Background: an optimization exercise with open tools, aiming at small area, a short achievable clock period and few clock cycles. Do not read the settings as production practice.
Function was checked by simulation only, so behaviour that the tests miss may differ from the original.
No activity file was given, so power comes from the tool's default toggle rates.

===== flow/config.mk =====
export PLATFORM = sky130hd
export DESIGN_NAME = exu_top
export DESIGN_NICKNAME = exu_top
export VERILOG_FILES = /design/flow/design.v
export SDC_FILE = /design/flow/constraint.sdc
export NUM_CORES = 4
export LEC_CHECK = 0
export CAP_MARGIN = 40
export CORE_MARGIN = 2
export CORE_UTILIZATION = 30
export SLEW_MARGIN = 20

===== flow/constraint.sdc =====
create_clock -name core_clock -period 10.0 [get_ports {clk}]
set_input_delay 2.0000 -clock core_clock [delete_from_list [all_inputs] [get_ports {clk}]]
set_output_delay 2.0000 -clock core_clock [all_outputs]
set_load 0.01 [all_outputs]

===== flow/design.v =====
package rv_exu_pkg;
  typedef struct packed {
    logic [31:0]           instr;
    logic [64-1:0]  pc;
    logic [64-1:0]  rs1_data;
    logic [64-1:0]  rs2_data;
  } exu_req_t;
  typedef struct packed {
    logic                  rs1_en;
    logic                  pc_en;
    logic                  rs2_en;
    logic                  imm_en;
    logic                  lgc_en;
    logic                  wlgc_en;
    logic                  br_en;
    logic [3:0]            lgc_op;
    logic [4:0]            wlgc_op;
    logic [2:0]            br_op;
    logic [64-1:0]  imm_data;
  } alu_ctrl_t;
  typedef struct packed {
    logic [64-1:0]  result;
    logic                  br_taken;
    logic                  zero;
    logic                  illegal;
  } exu_rsp_t;
endpackage
module exu_decoder (
  input  logic [31:0] instr,
  output rv_exu_pkg::alu_ctrl_t   ctrl,
  output logic        illegal
);
  logic [6:0]           opcode;
  logic [2:0]           funct3;
  logic                 f7_bit;
  logic                 imm_f7_bit;
  logic [64-1:0] imm_i;
  logic [64-1:0] imm_u;
  logic [64-1:0] imm_b;
  assign opcode = instr[6:0];
  assign funct3 = instr[14:12];
  assign f7_bit = instr[30];
  assign imm_f7_bit = (funct3 == 3'b101) ? instr[30] : 1'b0;
  assign imm_i = {{(64-12){instr[31]}}, instr[31:20]};
  assign imm_u = {{(64-32){instr[31]}}, instr[31:12], 12'b0};
  assign imm_b = {{(64-13){instr[31]}}, instr[31], instr[7],
                  instr[30:25], instr[11:8], 1'b0};
  always_comb begin
    ctrl    = '0;
    illegal = 1'b0;
    case (opcode)
      7'b0110011: begin
        ctrl.rs1_en = 1'b1;
        ctrl.rs2_en = 1'b1;
        ctrl.lgc_en = 1'b1;
        ctrl.lgc_op = {f7_bit, funct3};
      end
      7'b0010011: begin
        ctrl.rs1_en   = 1'b1;
        ctrl.imm_en   = 1'b1;
        ctrl.lgc_en   = 1'b1;
        ctrl.lgc_op   = {imm_f7_bit, funct3};
        ctrl.imm_data = imm_i;
      end
      7'b0111011: begin
        ctrl.rs1_en  = 1'b1;
        ctrl.rs2_en  = 1'b1;
        ctrl.wlgc_en = 1'b1;
        ctrl.wlgc_op = {1'b1, f7_bit, funct3};
      end
      7'b0011011: begin
        ctrl.rs1_en   = 1'b1;
        ctrl.imm_en   = 1'b1;
        ctrl.wlgc_en  = 1'b1;
        ctrl.wlgc_op  = {1'b1, imm_f7_bit, funct3};
        ctrl.imm_data = imm_i;
      end
      7'b0110111: begin
        ctrl.imm_en   = 1'b1;
        ctrl.lgc_en   = 1'b1;
        ctrl.lgc_op   = 4'b1111;
        ctrl.imm_data = imm_u;
      end
      7'b0010111: begin
        ctrl.pc_en    = 1'b1;
        ctrl.imm_en   = 1'b1;
        ctrl.lgc_en   = 1'b1;
        ctrl.lgc_op   = 4'b0000;
        ctrl.imm_data = imm_u;
      end
      7'b1100011: begin
        ctrl.rs1_en   = 1'b1;
        ctrl.rs2_en   = 1'b1;
        ctrl.br_en    = 1'b1;
        ctrl.br_op    = funct3;
        ctrl.imm_data = imm_b;
      end
      default: begin
        illegal = 1'b1;
      end
    endcase
  end
endmodule
module alu (
  input  rv_exu_pkg::alu_ctrl_t            ctrl,
  input  logic [64-1:0] pc_data,
  input  logic [64-1:0] rs1_data,
  input  logic [64-1:0] rs2_data,
  output logic [64-1:0] result,
  output logic                 br_asrt,
  output logic                 zero
);
  localparam int XL  = 64;
  localparam int WL  = XL / 2;
  localparam int SHW = $clog2(XL);
  logic [XL-1:0]    op1;
  logic [XL-1:0]    op2;
  logic [WL-1:0]    wop1;
  logic [WL-1:0]    wop2;
  logic [SHW-1:0]   shamt;
  logic [SHW-2:0]   wshamt;
  logic             eq;
  logic             lt;
  logic             ltu;
  logic [XL-1:0]    lgc_result;
  logic [WL-1:0]    wlgc_result;
  logic             br_result;
  assign op1 = ({XL{ctrl.rs1_en}} & rs1_data) |
               ({XL{ctrl.pc_en}}  & pc_data);
  assign op2 = ({XL{ctrl.rs2_en}} & rs2_data) |
               ({XL{ctrl.imm_en}} & ctrl.imm_data);
  assign wop1   = op1[WL-1:0];
  assign wop2   = op2[WL-1:0];
  assign shamt  = op2[SHW-1:0];
  assign wshamt = op2[SHW-2:0];
  assign eq  = (op1 == op2);
  assign lt  = ($signed(op1) < $signed(op2));
  assign ltu = (op1 < op2);
  always_comb begin
    case (ctrl.lgc_op)
      4'b0000:  lgc_result = op1 + op2;
      4'b1000:  lgc_result = op1 - op2;
      4'b0100:  lgc_result = op1 ^ op2;
      4'b0110:   lgc_result = op1 | op2;
      4'b0111:  lgc_result = op1 & op2;
      4'b0001:  lgc_result = op1 << shamt;
      4'b0101:  lgc_result = op1 >> shamt;
      4'b1101:  lgc_result = $signed(op1) >>> shamt;
      4'b0010:  lgc_result = {{(XL-1){1'b0}}, lt};
      4'b0011: lgc_result = {{(XL-1){1'b0}}, ltu};
      4'b1111:  lgc_result = op2;
      default:   lgc_result = '0;
    endcase
  end
  always_comb begin
    case (ctrl.wlgc_op)
      5'b10000: wlgc_result = wop1 + wop2;
      5'b11000: wlgc_result = wop1 - wop2;
      5'b10001: wlgc_result = wop1 << wshamt;
      5'b10101: wlgc_result = wop1 >> wshamt;
      5'b11101: wlgc_result = $signed(wop1) >>> wshamt;
      default:   wlgc_result = '0;
    endcase
  end
  assign result = ({XL{ctrl.lgc_en}}  & lgc_result) |
                  ({XL{ctrl.wlgc_en}} & {{WL{wlgc_result[WL-1]}}, wlgc_result});
  assign zero = (result == '0);
  always_comb begin
    case (ctrl.br_op)
      3'b000:  br_result = eq;
      3'b001:  br_result = !eq;
      3'b100:  br_result = lt;
      3'b101:  br_result = !lt;
      3'b110: br_result = ltu;
      3'b111: br_result = !ltu;
      default:  br_result = 1'b0;
    endcase
  end
  assign br_asrt = br_result & ctrl.br_en;
endmodule
module exu_handshake_fsm (
  input  logic                 clk,
  input  logic                 rst_n,
  input  logic                 req,
  input  rv_exu_pkg::exu_req_t             req_data,
  output rv_exu_pkg::exu_req_t             cur_req,
  input  logic                 illegal,
  input  logic [64-1:0] result,
  input  logic                 br_asrt,
  input  logic                 zero,
  output logic                 ack,
  output rv_exu_pkg::exu_rsp_t             rsp_data,
  output logic                 retire,
  output logic                 retire_br
);
  typedef enum logic [1:0] {
    IDLE,
    EXEC,
    RESP,
    DONE
  } state_t;
  state_t state;
  logic   capture;
  assign capture = (state == IDLE) && req;
  assign retire    = (state == EXEC);
  assign retire_br = retire & br_asrt;
  always_ff @(posedge clk) begin
    if (capture) begin
      cur_req <= req_data;
    end
  end
  always_ff @(posedge clk or negedge rst_n) begin
    if (!rst_n) begin
      state    <= IDLE;
      ack      <= 1'b0;
      rsp_data <= '0;
    end else begin
      case (state)
        IDLE: begin
          if (req) begin
            state <= EXEC;
          end
        end
        EXEC: begin
          rsp_data.result   <= result;
          rsp_data.br_taken <= br_asrt;
          rsp_data.zero     <= zero;
          rsp_data.illegal  <= illegal;
          ack               <= 1'b1;
          state             <= RESP;
        end
        RESP: begin
          if (!req) begin
            ack   <= 1'b0;
            state <= DONE;
          end
        end
        DONE: begin
          state <= IDLE;
        end
        default: begin
          state <= IDLE;
        end
      endcase
    end
  end
endmodule
module exu_perf_counter (
  input  logic        clk,
  input  logic        rst_n,
  input  logic        retire,
  input  logic        retire_br,
  output logic [31:0] retired_cnt,
  output logic [31:0] br_taken_cnt
);
  always_ff @(posedge clk or negedge rst_n) begin
    if (!rst_n) begin
      retired_cnt <= '0;
    end else if (retire) begin
      retired_cnt <= retired_cnt + 32'd1;
    end
  end
  always_ff @(posedge clk or negedge rst_n) begin
    if (!rst_n) begin
      br_taken_cnt <= '0;
    end else if (retire_br) begin
      br_taken_cnt <= br_taken_cnt + 32'd1;
    end
  end
endmodule
module exu_top (
  input  logic        clk,
  input  logic        rst_n,
  input  logic        req,
  input  logic [31:0] req_instr,
  input  logic [63:0] req_pc,
  input  logic [63:0] req_rs1,
  input  logic [63:0] req_rs2,
  output logic        ack,
  output logic [63:0] rsp_result,
  output logic        rsp_br_taken,
  output logic        rsp_zero,
  output logic        rsp_illegal,
  output logic [31:0] retired_cnt,
  output logic [31:0] br_taken_cnt
);
  rv_exu_pkg::exu_req_t             req_data;
  rv_exu_pkg::exu_rsp_t             rsp_data;
  rv_exu_pkg::exu_req_t             cur_req;
  rv_exu_pkg::alu_ctrl_t            ctrl;
  logic                 illegal;
  logic [64-1:0] result;
  logic                 br_asrt;
  logic                 zero;
  logic                 retire;
  logic                 retire_br;
  assign req_data.instr    = req_instr;
  assign req_data.pc       = req_pc;
  assign req_data.rs1_data = req_rs1;
  assign req_data.rs2_data = req_rs2;
  assign rsp_result   = rsp_data.result;
  assign rsp_br_taken = rsp_data.br_taken;
  assign rsp_zero     = rsp_data.zero;
  assign rsp_illegal  = rsp_data.illegal;
  exu_handshake_fsm fsm_i (
    .clk       (clk),
    .rst_n     (rst_n),
    .req       (req),
    .req_data  (req_data),
    .cur_req   (cur_req),
    .illegal   (illegal),
    .result    (result),
    .br_asrt   (br_asrt),
    .zero      (zero),
    .ack       (ack),
    .rsp_data  (rsp_data),
    .retire    (retire),
    .retire_br (retire_br)
  );
  exu_decoder dec_i (
    .instr   (cur_req.instr),
    .ctrl    (ctrl),
    .illegal (illegal)
  );
  alu alu_i (
    .ctrl     (ctrl),
    .pc_data  (cur_req.pc),
    .rs1_data (cur_req.rs1_data),
    .rs2_data (cur_req.rs2_data),
    .result   (result),
    .br_asrt  (br_asrt),
    .zero     (zero)
  );
  exu_perf_counter perf_i (
    .clk          (clk),
    .rst_n        (rst_n),
    .retire       (retire),
    .retire_br    (retire_br),
    .retired_cnt  (retired_cnt),
    .br_taken_cnt (br_taken_cnt)
  );
endmodule

===== flow/run.sh =====
#!/bin/bash
# synth_recipe.tcl (not shown) runs the flow's synth.tcl, then flattens the netlist and writes it again
# the make line also repeats each setting of config.mk as NAME=value (left out here)
make -C /OpenROAD-flow-scripts/flow DESIGN_CONFIG=/design/flow/config.mk WORK_HOME=/design/flow/orfs CLKGATE_MAP_FILE= SYNTH_SCRIPT=/design/flow/synth_recipe.tcl finish

==> results.txt <==
per-stage QoR:
step / hold slack, ps / area (sq um)
after detailed placement: 456.9 / 49340
after CTS: 468.6 / 50650
after global placement: 457.5 / 48760
after floorplan: 503.9 / 42290
final: 462.0 / 50750
after global routing: 474.8 / 50730
final timing paths:
path | from | to | slack (ps) | cells after the start
setup / recovery | fsm_i.cur_req[197] | perf_i.br_taken_cnt[28] | 1550 | 22
hold / removal | perf_i.retired_cnt[31] | perf_i.retired_cnt[31] | 460 | 1
setup reg to reg | fsm_i.cur_req[197] | perf_i.br_taken_cnt[28] | 1550 | 22
hold reg to reg | perf_i.retired_cnt[31] | perf_i.retired_cnt[31] | 460 | 1
max in group asynchronous | rst_n | fsm_i.rsp_data[16] | 7520 | 3
min in group asynchronous | rst_n | perf_i.retired_cnt[9] | 1340 | 1
layout make-up:
type / instances / area, sq um / area share [%]
diodes: 17 / 42.54 / 0.08382
clock buffers: 52 / 1137 / 2.241
clock inverters: 20 / 175.2 / 0.3451
inverters: 217 / 823.3 / 1.622
multi-input cells: 4517 / 29960 / 59.02
flip-flops and latches: 353 / 9930 / 19.56
well taps: 1876 / 2347 / 4.625
repair buffers: 713 / 6341 / 12.49
registers in the layout (all words and copies together) (netlist names):
name and count:
fsm_i.cur_req 219, fsm_i.rsp_data 67, perf_i.br_taken_cnt 32, perf_i.retired_cnt 32, fsm_i.state 2, fsm_i.ack 1
Yosys cell counts (73+ instances only):
master / instances / area share (%)
sky130_fd_sc_hd__xnor2_1: 121 / 2.5
sky130_fd_sc_hd__o211ai_1: 88 / 1.6
sky130_fd_sc_hd__nand2_1: 496 / 4.4
sky130_fd_sc_hd__buf_2: 86 / 1.0
sky130_fd_sc_hd__ha_1: 234 / 6.9
sky130_fd_sc_hd__nor2_1: 505 / 4.5
sky130_fd_sc_hd__a22oi_1: 90 / 1.6
sky130_fd_sc_hd__inv_1: 206 / 1.8
sky130_fd_sc_hd__a211oi_1: 97 / 1.7
sky130_fd_sc_hd__edfxtp_1: 219 / 16
sky130_fd_sc_hd__nor3_1: 147 / 1.7
sky130_fd_sc_hd__nand3_1: 277 / 3.3
sky130_fd_sc_hd__a22o_1: 74 / 1.5
sky130_fd_sc_hd__clkbuf_1: 257 / 2.3
sky130_fd_sc_hd__o221ai_1: 86 / 1.8
sky130_fd_sc_hd__dfrtp_1: 134 / 7.9
sky130_fd_sc_hd__o21ai_0: 306 / 3.6
sky130_fd_sc_hd__and3_1: 73 / 1.1
sky130_fd_sc_hd__a21oi_1: 512 / 6.1
sky130_fd_sc_hd__mux2i_1: 124 / 2.9
sky130_fd_sc_hd__a31oi_1: 111 / 1.6
sky130_fd_sc_hd__a221oi_1: 75 / 1.6
logic make-up (layout without fill, tap and decap cells):
family          after synthesis  after routing  synth area share (%)
simple gates               1850           1850                 20.74
buf+inv                     638           1002                 6.474
compound gates             2104           2104                 34.54
fa+ha+maj                   237            237                 7.066
flops                       353            353                 23.48
mux                         178            178                 4.630
xor+xnor                    148            148                 3.065
other cells                   0             17                     0
per-layer routing:
layer / vias to the layer above / global-route usage [%] / share of wire (%)
li1: 21900 / - / -
met4: 38 / 26.27 / 7.7
met3: 912 / 13.75 / 12
met2: 3831 / 63.45 / 40
met1: 26420 / 57.41 / 40
met5: - / 0 / 0.086
power by group through the flow:
stage / clock network (mW) / registers (mW) / logic [mW]
3_5_place_dp: 0 / 2.18 / 4.13
4_1_cts: 1.50 / 2.15 / 4.15
3_3_place_gp: 0 / 2.17 / 4.11
5_1_grt: 1.56 / 2.19 / 4.45
2_1_floorplan: 0 / 2.21 / 2.18
6_report: 1.47 / 2.16 / 4.32
==> impl.org <==
** Drt
- Violation count after the first detailed-routing iteration :: 8286
- After detailed routing, the average wire length per cell comes to ~42 microns.
- The final route contains around 53k vias.
- The count of nets left with antenna violations once routing finished came out at 0.
- The first detailed-routing pass ran for 8 iterations.
- DRC violations left :: 0
- Total wirelength of the detailed-routed design :: ~330000 microns
- Via count normalized by instance count :: 6.839

** Floorplan
- In this run the core area contains 137 standard-cell rows.
- Die extent in y :: 379.4 microns
- In this run the count of I/O pins placed on the die edge is between 300 and 400.
- Die area :: 144000 sq um
- The die is between 300 and 400 microns wide.
- Initial Utilization :: a little under a third
- Placeable core area :: about 140000 sq um

** Global routing
- Entering global routing, the biggest net connects 157 pins.
- The number of antenna violations at the first check in global routing was 45.
- Vias in the first global route :: about 49k
- First-pass GRT wire length :: around 440000 microns
- After global routing the overflow that remains totals 0.
- Combined global-route utilization of all metal layers :: 44.10%

** Critical path
- CP arrival :: between 8000 and 9000 ps
- Worst-path fanout max :: 57
- In this design, the stage delay of the slowest critical-path cell is 670 ps.
- The number of buffers and inverters on the critical path is 3.
- CP Data Required Time :: 10520 ps
- Critical path, cell by cell :: buf_4 -> and4b_1 -> and2_4 -> buf_12 -> a22o_1 -> nand2b_1 -> ha_1 -> or4_1 -> nor2_1 -> nand2_1 -> nor3_1 -> nand2_1 -> or4_1 -> xor2_1 -> nor3_1 -> o211ai_1 -> buf_4 -> nor4_2 -> and2_1 -> nor2b_1 -> nand4_1 -> xnor2_1
- CP startpoint kind :: register
- The critical path is of the register to register type.
- CP Capture Type :: register
- The slowest stage of the critical path belongs to the cell sky130_fd_sc_hd__and2_4.
- CP top delay family :: simple AND/OR/NAND/NOR gates

** Clock network
- The H-tree was split into 2 levels.
- Number of buffers added for setup after CTS :: 0
- Clock Latency Late Sink :: 620 ps
- TritonCTS built the clock tree.
- Clock tree synthesis inserted a total of 40 buffers.
- After clock tree synthesis, the clock-pin slew on the worst setup and hold paths is about 60 ps.
- Clock tree synthesis selected as its root buffer the cell sky130_fd_sc_hd__clkbuf_16.
- Clock tree synthesis found a total of about 350 sinks.
- For this design, the CTS-stage hold fixing added 0 buffers.
- CTS max path bufs :: 3
- Quantity of gates resized following cts :: 0

** STA
- Measured against its own limit, the worst slew margin works out to about an eighth.
- Setup repair after global routing left no endpoint under its margin.
- The final hold violation count was 0.
- The worst path meets setup with 1548 ps of slack.
- Total negative slack for setup checks :: 0 ps
- Post-layout min period :: between 8000 and 9000 ps
- Final critical-path share of the clock period :: 84.52%
- Final setup violating endpoints :: 0
- Achievable clock frequency :: roughly 120 MHz
- Between clock sinks in the finished design, the worst skew comes to 20.81 ps.
- Total count of max-transition violations in the final report :: 0
- At the pin with the least slew margin, the transition time is about 1300 ps.

** Pwr
- Summed over all nets, the switching power comes to roughly 3.8 mW.
- Combinational power share :: approximately 54%
- The clock network accounts for a little under a fifth of the total power.
- Power spread over the standard cell area amounts to 156.6 nW/um^2.
- The share of total power dissipated in sequential elements is a little over a quarter.
- VDD sags by at most around 0.33 mV.
- Lkg Pwr :: a little under 20 nW
- Net switching is 47.42% of the power.
- The internal power of the cells totals 4.179 mW.
- The design draws between 7 and 8 mW.

** Cells and area
- After filler insertion, the fill cell instance count of the layout stands at roughly 15k.
- Final standard cell utilization of the core :: ~36%
- Proportion of layout cells with a drive suffix above 1 :: between 10% and 20%
- The net count of the finished layout is between 6k and 7k.
- The library cell used most frequently in the layout, excluding fill and tap cells, is sky130_fd_sc_hd__a21oi_1.
- Post-synthesis to final-layout area growth :: 20.02%
- In the layout the commonest cells are sky130_fd_sc_hd__a21oi_1, sky130_fd_sc_hd__nor2_1, sky130_fd_sc_hd__nand2_1.
- The finished layout holds between 7k and 8k standard cells, fillers aside.

** Job
- Max-cap violations in this run came to 0.

** Worst hold path
- The worst hold path belongs to the class register to register.

** Synthesis
- Post-synth EDFFs :: ~220
- Library cells used by synthesis :: roughly 130
- Synth warn :: 4
- Share of the yosys chip area belonging to registers :: about a quarter
- Net count after synthesis :: between 5k and 6k
- The mapped netlist covers roughly 42000 sq um.
- Per-instance average area after synthesis :: 7.678 sq um
- Primary FF master, synth :: sky130_fd_sc_hd__edfxtp_1
- Synthesis inferred between 300 and 400 register bits.
- Mapped Cells :: about 5.5k
- In the synthesized netlist the async set-or-reset flop fraction comes to a little under two fifths.

** Status
- The run finished with no timing, DRC or antenna violations.

** Place
- Input and output buffers added on the ports amount to 353.
- Detailed Place HPWL :: between 200000 and 300000 microns
- Routability-driven placement finished with a final weighted congestion of 1.105.
- Once placement completed, the tool counted placed cells totaling 7670.
- DP Worst Slack :: ~1800 ps
Testbench counts, summed over its fixed seeds: cycles 12,784.

re-timing with driven ports:
In the flow no input, the clock included, has a driving cell. The finished layout below was timed again as built, in two steps. Step 1 sets driving cells, clkbuf_16 on the clock port and buf_2 on the other inputs (assumed; they add their load-dependent delay and slew). Step 2 times the ports against the registers' clock, not the clock port: input delays grow and output delays shrink by t, the midpoint of the rising clock arrivals with the driver on. a / b / c = no drivers / after step 1 / after step 2; a / b = the first two.
shift t [ns]: 0.698
setup slack, ns: 1.548 / 1.548 / 1.548
worst setup path after step 2: register to register
worst data-port slew with drivers (ns): 0.13
After both steps setup and hold are still met in this run. The setup slack of this run moves by 0.000 ns with the drivers and by 0.000 ns with both steps.
